This is an optimization exercise on Yosys and OpenROAD, whose aim is small area and a short achievable clock period, not a production implementation.
In this exercise RTL edits were held to simulation tests only and were not proved equivalent to the original.
Power figures rest on the tool's default switching activity, not on a simulated workload.

==> flow/design.v <==
package pe_array_pkg;
    localparam int NCOL   = 4;
    localparam int BW     = 16;
    localparam int ACC_BW = 24;
    localparam int OUT_BW = 8;
endpackage
import pe_array_pkg::*;
module psum_drain
#(
    parameter int MAX_ROWS = 16,
    parameter int OFIFO_D  = 8,
    parameter int SHIFT    = 2,
    parameter int RELU     = 1
) (
    input  logic                        iCLK,
    input  logic                        iRSTn,
    input  logic                        iStart,
    input  logic [$clog2(MAX_ROWS):0]   iNumRows,
    input  logic [7:0]                  iNumPass,
    input  logic                        iPsumVld,
    input  logic [NCOL*BW-1:0]          iPsum,
    output logic [NCOL*OUT_BW-1:0]      oData,
    output logic                        oValid,
    input  logic                        iReady,
    output logic                        oBusy,
    output logic                        oDone,
    output logic                        oOvf
);
    localparam int RA   = $clog2(MAX_ROWS);
    localparam int LO_W = 8;                   
    localparam int HI_W = ACC_BW - LO_W;       
    localparam int XH_W = BW - LO_W;           
    localparam int UP_W = HI_W - XH_W;         
    localparam int NST  = NCOL + 1;            
    localparam int SA   = $clog2(OFIFO_D);
    logic          busy, done_q, fin, first, ovf_q, ov;
    logic          lst_q;                      
    logic          r1_q;                       
    logic [RA-1:0] rm1, row;
    logic [SA-1:0] wslot;
    logic [OFIFO_D-1:0] rdp;                   
    logic [7:0]    left;                       
    logic [RA:0]   held, avail;
    logic          start, done_c, pop, load;
    logic [RA-1:0] rm1_in;
    logic          r1_in, p1_in, p2_in;
    always_comb begin
        if (iNumRows == '0)                        rm1_in = '0;
        else if (iNumRows >= (RA+1)'(MAX_ROWS))     rm1_in = RA'(MAX_ROWS - 1);
        else                                       rm1_in = RA'(iNumRows - 1'b1);
        r1_in = (iNumRows[RA:1] == '0);
        p1_in = (iNumPass[7:1] == '0);                         
        p2_in = (iNumPass[7:2] == '0) && !(&iNumPass[1:0]);    
    end
    assign start  = iStart && !busy && !done_q;
    assign done_c = busy && fin && (held == '0);
    logic take0, lst0, acc0, wrap0, r1_e, adv;
    assign take0 = iPsumVld && !fin && (busy || start);
    assign lst0  = start ? p1_in : lst_q;
    assign r1_e  = start ? r1_in : r1_q;
    assign wrap0 = start ? r1_in : (row == rm1);
    assign acc0  = (held[RA:SA] == '0);                
    assign adv   = take0 && wrap0 && !lst0;           
    logic [NST-1:0]               s_wen, s_fst, s_lst;
    logic [NST-1:0][RA-1:0]       s_wa;
    logic [NCOL-1:0][MAX_ROWS-1:0] rsel;
    logic [NST-1:1]               r_wen, r_fst, r_lst;
    logic [NST-1:1][RA-1:0]       r_wa;
    logic [NCOL-1:1][MAX_ROWS-1:0] r_sel;
    logic [MAX_ROWS-1:0]          row_oh, nsel;    
    always_comb begin
        s_wen[0] = take0 && (!lst_q || acc0);
        s_fst[0] = first;
        s_lst[0] = lst0;
        s_wa[0]  = lst_q ? RA'(wslot) : row;
        rsel[0]  = row_oh;
        for (int k = 1; k < NST; k++) begin
            s_wen[k] = r_wen[k];
            s_fst[k] = r_fst[k];
            s_lst[k] = r_lst[k];
            s_wa[k]  = r_wa[k];
        end
        for (int k = 1; k < NCOL; k++) rsel[k] = r_sel[k];
    end
    always_ff @(posedge iCLK or negedge iRSTn) begin
        if (!iRSTn) r_wen <= '0;
        else        r_wen <= s_wen[NST-2:0];
    end
    always_ff @(posedge iCLK) begin
        r_fst <= s_fst[NST-2:0];
        r_lst <= s_lst[NST-2:0];
        r_wa  <= s_wa[NST-2:0];
        r_sel <= rsel[NCOL-2:0];
    end
    logic [RA-1:0] row_nx;
    logic          first_nx;
    always_comb begin
        row_nx   = row;
        nsel     = row_oh;
        first_nx = first;
        if (take0) begin
            row_nx = wrap0 ? '0 : row + 1'b1;
            nsel   = wrap0 ? MAX_ROWS'(1) : {row_oh[MAX_ROWS-2:0], 1'b0};
        end
        if (adv)    first_nx = 1'b0;
        if (done_c) first_nx = 1'b1;
    end
    always_ff @(posedge iCLK or negedge iRSTn) begin
        if (!iRSTn) begin
            busy   <= 1'b0;
            done_q <= 1'b0;
            ovf_q  <= 1'b0;
            fin    <= 1'b0;
            row    <= '0;
            row_oh <= MAX_ROWS'(1);
            wslot  <= '0;
            first  <= 1'b1;
        end else begin
            done_q <= done_c;
            row    <= row_nx;
            row_oh <= nsel;
            first  <= first_nx;
            if (done_c) begin
                busy  <= 1'b0;
                fin   <= 1'b0;
                wslot <= '0;
            end
            if (start) begin
                busy  <= 1'b1;
                ovf_q <= 1'b0;
            end
            if (take0 && lst0 && acc0)  wslot <= wslot + 1'b1;
            if (take0 && lst0 && !acc0) ovf_q <= 1'b1;
            if (take0 && lst0 && wrap0) fin <= 1'b1;
        end
    end
    always_ff @(posedge iCLK) begin
        if (start) begin
            rm1   <= rm1_in;
            r1_q  <= r1_in;
            left  <= adv ? iNumPass - 8'd2 : iNumPass - 8'd1;
            lst_q <= adv ? p2_in : p1_in;
        end else if (adv) begin
            left  <= left - 8'd1;
            lst_q <= (left == 8'd1);
        end
    end
    logic [LO_W-1:0] bank_lo [NCOL][MAX_ROWS];
    logic [HI_W-1:0] bank_hi [NCOL][MAX_ROWS];
    logic [NCOL-1:0][MAX_ROWS-1:0] lsel;      
    logic [NCOL-1:0]               lfst, lfwd;
    always_comb begin
        lsel[0] = nsel;
        lfst[0] = first_nx;
        lfwd[0] = take0 && r1_e;
        for (int c = 1; c < NCOL; c++) begin
            lsel[c] = rsel[c-1];
            lfst[c] = s_fst[c-1];
            lfwd[c] = s_wen[c] && r1_q;
        end
    end
    for (genvar c = 0; c < NCOL; c++) begin : g_col
        logic [LO_W-1:0] p_lo, r_lo;
        logic [LO_W:0]   s_lo;
        logic            cy_q;
        logic [XH_W-1:0] xh_q;
        always_comb begin
            r_lo = '0;
            for (int i = 0; i < MAX_ROWS; i++)
                if (lsel[c][i]) r_lo = r_lo | bank_lo[c][i];
        end
        always_ff @(posedge iCLK)
            p_lo <= lfst[c] ? LO_W'(2) : (lfwd[c] ? s_lo[LO_W-1:0] : r_lo);
        assign s_lo = {1'b0, iPsum[c*BW +: LO_W]} + {1'b0, p_lo};
        always_ff @(posedge iCLK) begin
            if (s_wen[c]) bank_lo[c][s_wa[c]] <= s_lo[LO_W-1:0];
            cy_q <= s_lo[LO_W];
            xh_q <= iPsum[c*BW+LO_W +: XH_W];
        end
        logic [HI_W-1:0] p_hi, r_hi, s_hi, wd_hi;
        always_comb begin
            r_hi = '0;
            for (int i = 0; i < MAX_ROWS; i++)
                if (rsel[c][i]) r_hi = r_hi | bank_hi[c][i];
        end
        always_ff @(posedge iCLK)
            p_hi <= s_fst[c] ? '0 : ((s_wen[c+1] && r1_q) ? wd_hi : r_hi);
        logic [XH_W:0]   s_dn;
        logic [UP_W-1:0] p_up, up_inc, up_dec;
        logic            cx, sg, nz, z_up, z_inc, z_dec, zu;
        assign s_dn   = {1'b0, p_hi[XH_W-1:0]} + {1'b0, xh_q} + (XH_W+1)'(cy_q);
        assign cx     = s_dn[XH_W];
        assign sg     = xh_q[XH_W-1];
        assign p_up   = p_hi[HI_W-1:XH_W];
        assign up_inc = p_up + 1'b1;
        assign up_dec = p_up - 1'b1;
        always_comb begin
            s_hi[XH_W-1:0] = s_dn[XH_W-1:0];
            if (cx && !sg)      s_hi[HI_W-1:XH_W] = up_inc;
            else if (!cx && sg) s_hi[HI_W-1:XH_W] = up_dec;
            else                s_hi[HI_W-1:XH_W] = p_up;
        end
        assign z_up  = (p_up[UP_W-2:0] == '0);
        assign z_inc = (&p_up[UP_W-2:0]);
        assign z_dec = (p_up[UP_W-2:0] == (UP_W-1)'(1));
        always_comb begin
            if (cx && !sg)      zu = z_inc;
            else if (!cx && sg) zu = z_dec;
            else                zu = z_up;
            nz = (|s_dn[XH_W-1:1]) || !zu;
        end
        always_comb begin
            wd_hi = s_hi;
            if (s_lst[c+1]) wd_hi[1] = nz;
        end
        always_ff @(posedge iCLK) begin
            if (s_wen[c+1]) bank_hi[c][s_wa[c+1]] <= wd_hi;
        end
    end
    logic [NCOL*OUT_BW-1:0] oq, rq;
    always_comb begin
        for (int c = 0; c < NCOL; c++) begin
            logic [LO_W-1:0] el;
            logic [HI_W-1:0] eh;
            el = '0;
            eh = '0;
            for (int i = 0; i < OFIFO_D; i++)
                if (rdp[i]) begin
                    el = el | bank_lo[c][i];
                    eh = eh | bank_hi[c][i];
                end
            if (eh[HI_W-1])   rq[c*OUT_BW +: OUT_BW] = 8'd0;
            else if (eh[1])   rq[c*OUT_BW +: OUT_BW] = 8'd127;
            else              rq[c*OUT_BW +: OUT_BW] = {1'b0, eh[0], el[7:2]};
        end
    end
    logic          h_inc, a_inc;
    logic [RA:0]   held_p1, held_m1, avail_p1, avail_m1;
    assign h_inc    = take0 && lst0 && acc0;
    assign a_inc    = s_wen[NST-1] && s_lst[NST-1];
    assign held_p1  = held + 1'b1;
    assign held_m1  = held - 1'b1;
    assign avail_p1 = avail + 1'b1;
    assign avail_m1 = avail - 1'b1;
    assign pop  = ov && iReady;
    assign load = (avail != '0) && (!ov || iReady);
    always_ff @(posedge iCLK or negedge iRSTn) begin
        if (!iRSTn) begin
            oq    <= '0;
            ov    <= 1'b0;
            held  <= '0;
            avail <= '0;
        end else begin
            if (load) begin
                oq <= rq;
                ov <= 1'b1;
            end else if (pop) begin
                oq <= '0;
                ov <= 1'b0;
            end
            held  <= h_inc ? (pop ? held : held_p1) : (pop ? held_m1 : held);
            avail <= a_inc ? (load ? avail : avail_p1) : (load ? avail_m1 : avail);
        end
    end
    always_ff @(posedge iCLK) begin
        if (start)     rdp <= OFIFO_D'(1);
        else if (load) rdp <= {rdp[OFIFO_D-2:0], rdp[OFIFO_D-1]};
    end
    assign oData  = oq;
    assign oValid = ov;
    assign oBusy  = busy;
    assign oDone  = done_q;
    assign oOvf   = ovf_q;
endmodule
module psum_drain_top (
    input  logic        iCLK,
    input  logic        iRSTn,
    input  logic        iStart,
    input  logic [4:0]  iNumRows,
    input  logic [7:0]  iNumPass,
    input  logic        iPsumVld,
    input  logic [63:0] iPsum,
    output logic [31:0] oData,
    output logic        oValid,
    input  logic        iReady,
    output logic        oBusy,
    output logic        oDone,
    output logic        oOvf
);
    psum_drain #(
        .MAX_ROWS (16),
        .OFIFO_D  (8),
        .SHIFT    (2),
        .RELU     (1)
    ) u_drain (
        .iCLK     (iCLK),
        .iRSTn    (iRSTn),
        .iStart   (iStart),
        .iNumRows (iNumRows),
        .iNumPass (iNumPass),
        .iPsumVld (iPsumVld),
        .iPsum    (iPsum),
        .oData    (oData),
        .oValid   (oValid),
        .iReady   (iReady),
        .oBusy    (oBusy),
        .oDone    (oDone),
        .oOvf     (oOvf)
    );
endmodule
clock: 7.5 ns
lec_check: 0
abc_clock_period_in_ps: 2000
cap_margin: 20
core_margin: 2
core_utilization: 40
cts_cluster_diameter: 100
cts_cluster_size: 25
setup_slack_margin: 4.5
slew_margin: 20
tns_end_percent: 10
standard.sh (not shown) runs the stock make flow with config.mk's settings and CLKGATE_MAP_FILE= SYNTH_SCRIPT=/design/flow/synth_recipe.tcl, a recipe that flattens the netlist after the stock synthesis.
==> flow/flow/run.sh <==
#!/bin/bash
# The standard layout (the standard.sh, with the standard flow's synthesis script) with
# three changes:
#  * abc maps the combinational logic with a delay-driven script
#    (flow/abc_speed.script, "map" against ABC_CLOCK_PERIOD_IN_PS) instead of
#    ORFS's default; flip-flop mapping is untouched, so the registers are the
#    standard synthesis's;
#  * adders are left to abc instead of being pre-mapped to full/half-adder cells
#    (ADDER_MAP_FILE empty);
#  * the port buffers are sky130_fd_sc_hd__buf_2 instead of the default
#    delay-cell buffer; every input and output port is still buffered.
# ORFS's scripts are copied into the work folder so that only the abc script
# differs; all tool output goes to standard_flow.log and ORFS's own logs.
set -euo pipefail
rm -rf scripts_mod
cp -r "$FLOW_HOME/scripts" scripts_mod
cp flow/abc_speed.script scripts_mod/abc_speed.script
bash standard.sh "SCRIPTS_DIR=$PWD/scripts_mod" "ADDER_MAP_FILE=" \
    "BUFFER_PORTS_ARGS=-buffer_cell sky130_fd_sc_hd__buf_2" finish > standard_flow.log 2>&1
==> flow/flow/abc_speed.script <==
strash
dch -f
map {D}
buffer -c
topo
upsize {D}
dnsize {D}
Then changed:
--- a/flow/design.v
+++ b/flow/design.v
@@ -203,11 +203,20 @@
         assign z_up  = (p_up[UP_W-2:0] == '0);
         assign z_inc = (&p_up[UP_W-2:0]);
         assign z_dec = (p_up[UP_W-2:0] == (UP_W-1)'(1));
+        logic [XH_W-1:0] da, db;
+        logic            zl;
+        assign da = p_hi[XH_W-1:0];
+        assign db = xh_q;
+        always_comb begin
+            zl = ((da[1] ^ db[1]) == ((da[0] & db[0]) | (da[0] & cy_q) | (db[0] & cy_q)));
+            for (int k = 2; k < XH_W; k++)
+                zl = zl && ((da[k] ^ db[k]) == (da[k-1] | db[k-1]));
+        end
         always_comb begin
             if (cx && !sg)      zu = z_inc;
             else if (!cx && sg) zu = z_dec;
             else                zu = z_up;
-            nz = (|s_dn[XH_W-1:1]) || !zu;
+            nz = !zl || !zu;
         end
         always_comb begin
             wd_hi = s_hi;
The new run finished with timing, DRC and antenna clean; sequential power barely changes; critical path depth went down by 4; synthesized area stays flat; fmax went down by 1.6%; final area barely changes; non-clock buffer count went up by 9; register-to-register slack degrades by 0.08 ns.

## re-timing with driven ports
The results above use ideal ports. As a check the final layouts listed here were re-extracted and re-timed, cells and wires unchanged. Step 1: set_driving_cell puts a clkbuf_16 on iCLK and a buf_2 on each other input, an assumption about the parent block. Step 2, shift: input delay + t, output delay - t, t = (earliest + latest rising clock arrival at the registers) / 2. This alone moves slack from input paths to output paths. Three values: ideal, step 1, step 2; two values: the first two.
run | t (ns) | setup WS [ns] | hold slack, ns | worst data-port slew with drivers (ns) | cell pins on the clock port's net
the first run | 0.811 | 4.375 / 4.402 / 3.628 | 0.369 / 0.369 / 0.369 | 0.38 | 1
the second run | 0.821 | 4.323 / 4.323 / 3.584 | 0.376 / 0.376 / 0.376 | 0.18 | 1
After both steps setup and hold are still met in every run listed. For the first run, which loses most, drivers alone change the setup slack by +0.027 ns; drivers and shift together by -0.747 ns.
